From an optimization exercise on the open Yosys and OpenROAD flow, aimed at small area, a short achievable clock period and few clock cycles per item; shortcuts taken in it are not production practice. At most, simulation tests tie the RTL to the original design; equivalence was not proved. Power figures rest on the tool's default switching activity, not on a simulated workload.

T:
// mult_stream_mac
module mult_stream_mac #(
    parameter int DATA_WIDTH = 8,
    parameter int MAP_SIZE = 32,
    parameter int LANES = 32,
    localparam int BEATS = MAP_SIZE * MAP_SIZE / LANES,
    localparam int ACC_WIDTH = 2 * DATA_WIDTH + $clog2(BEATS)
) (
    input  logic                         clk,
    input  logic                         rst_n,
    input  logic                         mode,
    input  logic                         in_valid,
    output logic                         in_ready,
    input  logic [LANES*DATA_WIDTH-1:0]  a,
    input  logic [LANES*DATA_WIDTH-1:0]  b,
    output logic                         out_valid,
    input  logic                         out_ready,
    output logic [LANES*ACC_WIDTH-1:0]   out_data,
    output logic                         out_last
);
Size: ~1600 flip-flops, about 1200 I/O pins.
Settings: LEC_CHECK=0, CAP_MARGIN=20, CORE_MARGIN=2, CORE_UTILIZATION=40, SETUP_SLACK_MARGIN=3.6, SLEW_MARGIN=20; clock period 7.2 ns.
standard.sh (not shown) runs the stock make flow with config.mk's settings and CLKGATE_MAP_FILE= SYNTH_SCRIPT=/design/flow/synth_recipe.tcl, a recipe that flattens the netlist after the stock synthesis.
==> flow/flow/run.sh <==
#!/bin/bash
# The standard layout, with plain buffers (buf_1) rather than delay cells on the ports; ORFS's
# resizer sizes them afterwards as it does every cell. Each step's log is in orfs/logs/.
set -euo pipefail
bash standard.sh "BUFFER_PORTS_ARGS=-buffer_cell sky130_fd_sc_hd__buf_1" finish > standard.log 2>&1
T completed end to end with timing, DRC and antenna clean.
> inputs changed (T -> P)
==> flow/run.sh (new file) <==
#!/bin/bash
# synth_recipe.tcl (not shown) runs the flow's synth.tcl, then flattens the netlist and writes it again
# the make line also repeats each setting of config.mk as NAME=value (left out here)
make -C /OpenROAD-flow-scripts/flow DESIGN_CONFIG=/design/flow/config.mk WORK_HOME=/design/flow/orfs CLKGATE_MAP_FILE= SYNTH_SCRIPT=/design/flow/synth_recipe.tcl finish
removed: flow/flow/run.sh
removed: flow/standard.sh
Sort T and P by initial antenna violation count, ascending, and T comes first. Changes observed in P relative to T: count of non-filler cells in the finished layout now sits at about the same level, core utilization now sits higher, switching power total now sits higher.
Function was not checked in any run of this note: the RTL went through the layout flow alone.


Another version of the RTL of mult_stream_mac (not shown whole).
Size in the first run: roughly 12000 cells after synthesis, roughly 1500 flip-flops, about 0.13 mm^2 of cells after synthesis.
clock: 7.2 ns
lec_check: 0
cap_margin: 20
core_margin: 2
core_utilization: 40
setup_slack_margin: 4.0
slew_margin: 20
==> flow/flow/run.sh <==
#!/bin/bash
# The standard layout, with plain buffers (buf_1) rather than delay cells on the ports; ORFS's
# resizer sizes them afterwards as it does every cell. Each step's log is in orfs/logs/.
set -euo pipefail
bash standard.sh "BUFFER_PORTS_ARGS=-buffer_cell sky130_fd_sc_hd__buf_1" finish > standard.log 2>&1
Testbench counts at the start, summed over its fixed seeds: cycles 4,112, items 4,096.
Then changed:
- ABC_AREA: default -> 1
- SETUP_SLACK_MARGIN: 4.0 -> 3.6
Effect: The new run produced a clean layout; synthesized cell count rises by 27%; fmax falls by 2.5%; cell count rises by 13%; non-clock buffer count falls by 639; area after synthesis rises by 4.9%; die area rises by 4.8%.
Then changed:
- ABC_AREA: 1 -> default
- TNS_END_PERCENT: default -> 30
=>
- The new run ran to the end with no violations
- global-route usage is lower by 0.63 points
- cell count is lower by 14%
- sequential share of layout area is higher by 0.41 points
- clock skew is higher by 4.9 ps
- core utilization is higher by 1.5 points
- wire length is lower by 5.8%
- area after synthesis is lower by 4.6%
- clock power is lower by about 5%
- die area is lower by 4.6%
- power is higher by 3.8%
- setup slack got worse by 86 ps


Setup of lane 1:
mult_stream_mac again, from the RTL that the note above started with.
clock: 7.2 ns
lec_check: 0
cap_margin: 20
core_margin: 2
core_utilization: 40
cts_buf_list: sky130_fd_sc_hd__clkbuf_4 sky130_fd_sc_hd__clkbuf_8
setup_slack_margin: 3.6
slew_margin: 20
Scripts as last shown in full above: flow/flow/run.sh
Testbench counts of lane 1, summed over its fixed seeds: cycles 4,112, items 4,096.
--- input diff lane 1..lane 2 ---
- removing CTS_BUF_LIST (formerly sky130_fd_sc_hd__clkbuf_4 sky130_fd_sc_hd__clkbuf_8)
- setting PLACE_DENSITY to 0.8 for the first time
### Flow results
Relative to lane 1, share of the final layout cell area in multi-input gates has decreased by 0.23 points in lane 2. Lane 1 → lane 2: final-layout non-clock buffer area share higher, path length in cells of the critical path higher, via count higher. Diff lane 1 -> lane 2: multi-input gate area in the final layout has increased, clock skew has decreased, sequential share of layout area has decreased, count of clock-buffer cells in the layout has decreased, summed area of non-filler cells in the final layout has increased. Any difference in clock-cell share of area between lane 1 and lane 2 is small enough to ignore.
Inputs modified between lane 2 and lane 3:
- SETUP_SLACK_MARGIN now 3.7, was 3.6
- PLACE_DENSITY no longer set, was 0.8
Results
Delta (lane 3 minus lane 2): sequential share of cell area moved down, count of clock-buffer cells in the layout picked up an extra 26. Of lane 3 and lane 2, the run reporting the lower minimum clock period after layout was lane 3. Compared lane 3 vs lane 2, and logic gate share of total power is down in lane 3. Per the comparison of lane 3 with lane 2, pin slew with the least headroom to its limit shrank by 0.010 ns, net switching power figure went down by about 1.2%, global-route usage flat. Between lane 3 and lane 2, it is lane 3 whose longest individual stage delay on the worst path is lower, by 0.10 ns. In terms of sequential cell fraction of total power, lane 2 and lane 3 differ only marginally. Lane 2 has lower worst setup margin than lane 3. When lane 3 is measured against lane 2, its slack of the worst reg-to-reg path turns out 0.11 ns higher.

-- static timing again, ports no longer ideal --
In the flow no input, the clock included, has a driving cell. The finished layouts below were timed again as built, in two steps.
Step 1 assumes that a clkbuf_16 drives the clock port and a buf_2 every other input.
Step 2 adds t to the input delays and takes it off the output delays; t is the mean of the earliest and latest rising clock arrival at the registers after step 1. Input paths then give back, and output paths get back, about the clock's delay inside the block.
a / b / c = ideal / step 1 / step 2; a / b = the first two.
| run | t, ns | setup WS [ns] | worst setup path after step 2 | latest minus earliest clock arrival (ns) |
|---|---|---|---|---|
| T | 0.970 | 3.462 / 3.462 / 2.746 | input to register | 0.102 / 0.102 |
| P | 0.954 | 3.448 / 3.448 / 2.668 | input to register | 0.058 / 0.057 |
| the first run of note 2 | 0.962 | 3.681 / 3.681 / 2.868 | input to register | 0.086 / 0.086 |
| the second run of note 2 | 0.988 | 3.591 / 3.549 / 2.561 | input to register | 0.095 / 0.095 |
| the third run of note 2 | 0.961 | 3.505 / 3.506 / 2.545 | input to register | 0.103 / 0.103 |
| lane 1 | 1.095 | 3.597 / 3.561 / 2.467 | input to register | 0.079 / 0.079 |
| lane 2 | 0.937 | 3.516 / 3.516 / 2.611 | input to register | 0.070 / 0.070 |
| lane 3 | 0.957 | 3.628 / 3.628 / 2.702 | input to register | 0.087 / 0.087 |
After both steps setup and hold are still met in every run listed. For lane 1, which loses most, drivers alone change the setup slack by -0.036 ns; drivers and shift together by -1.130 ns.
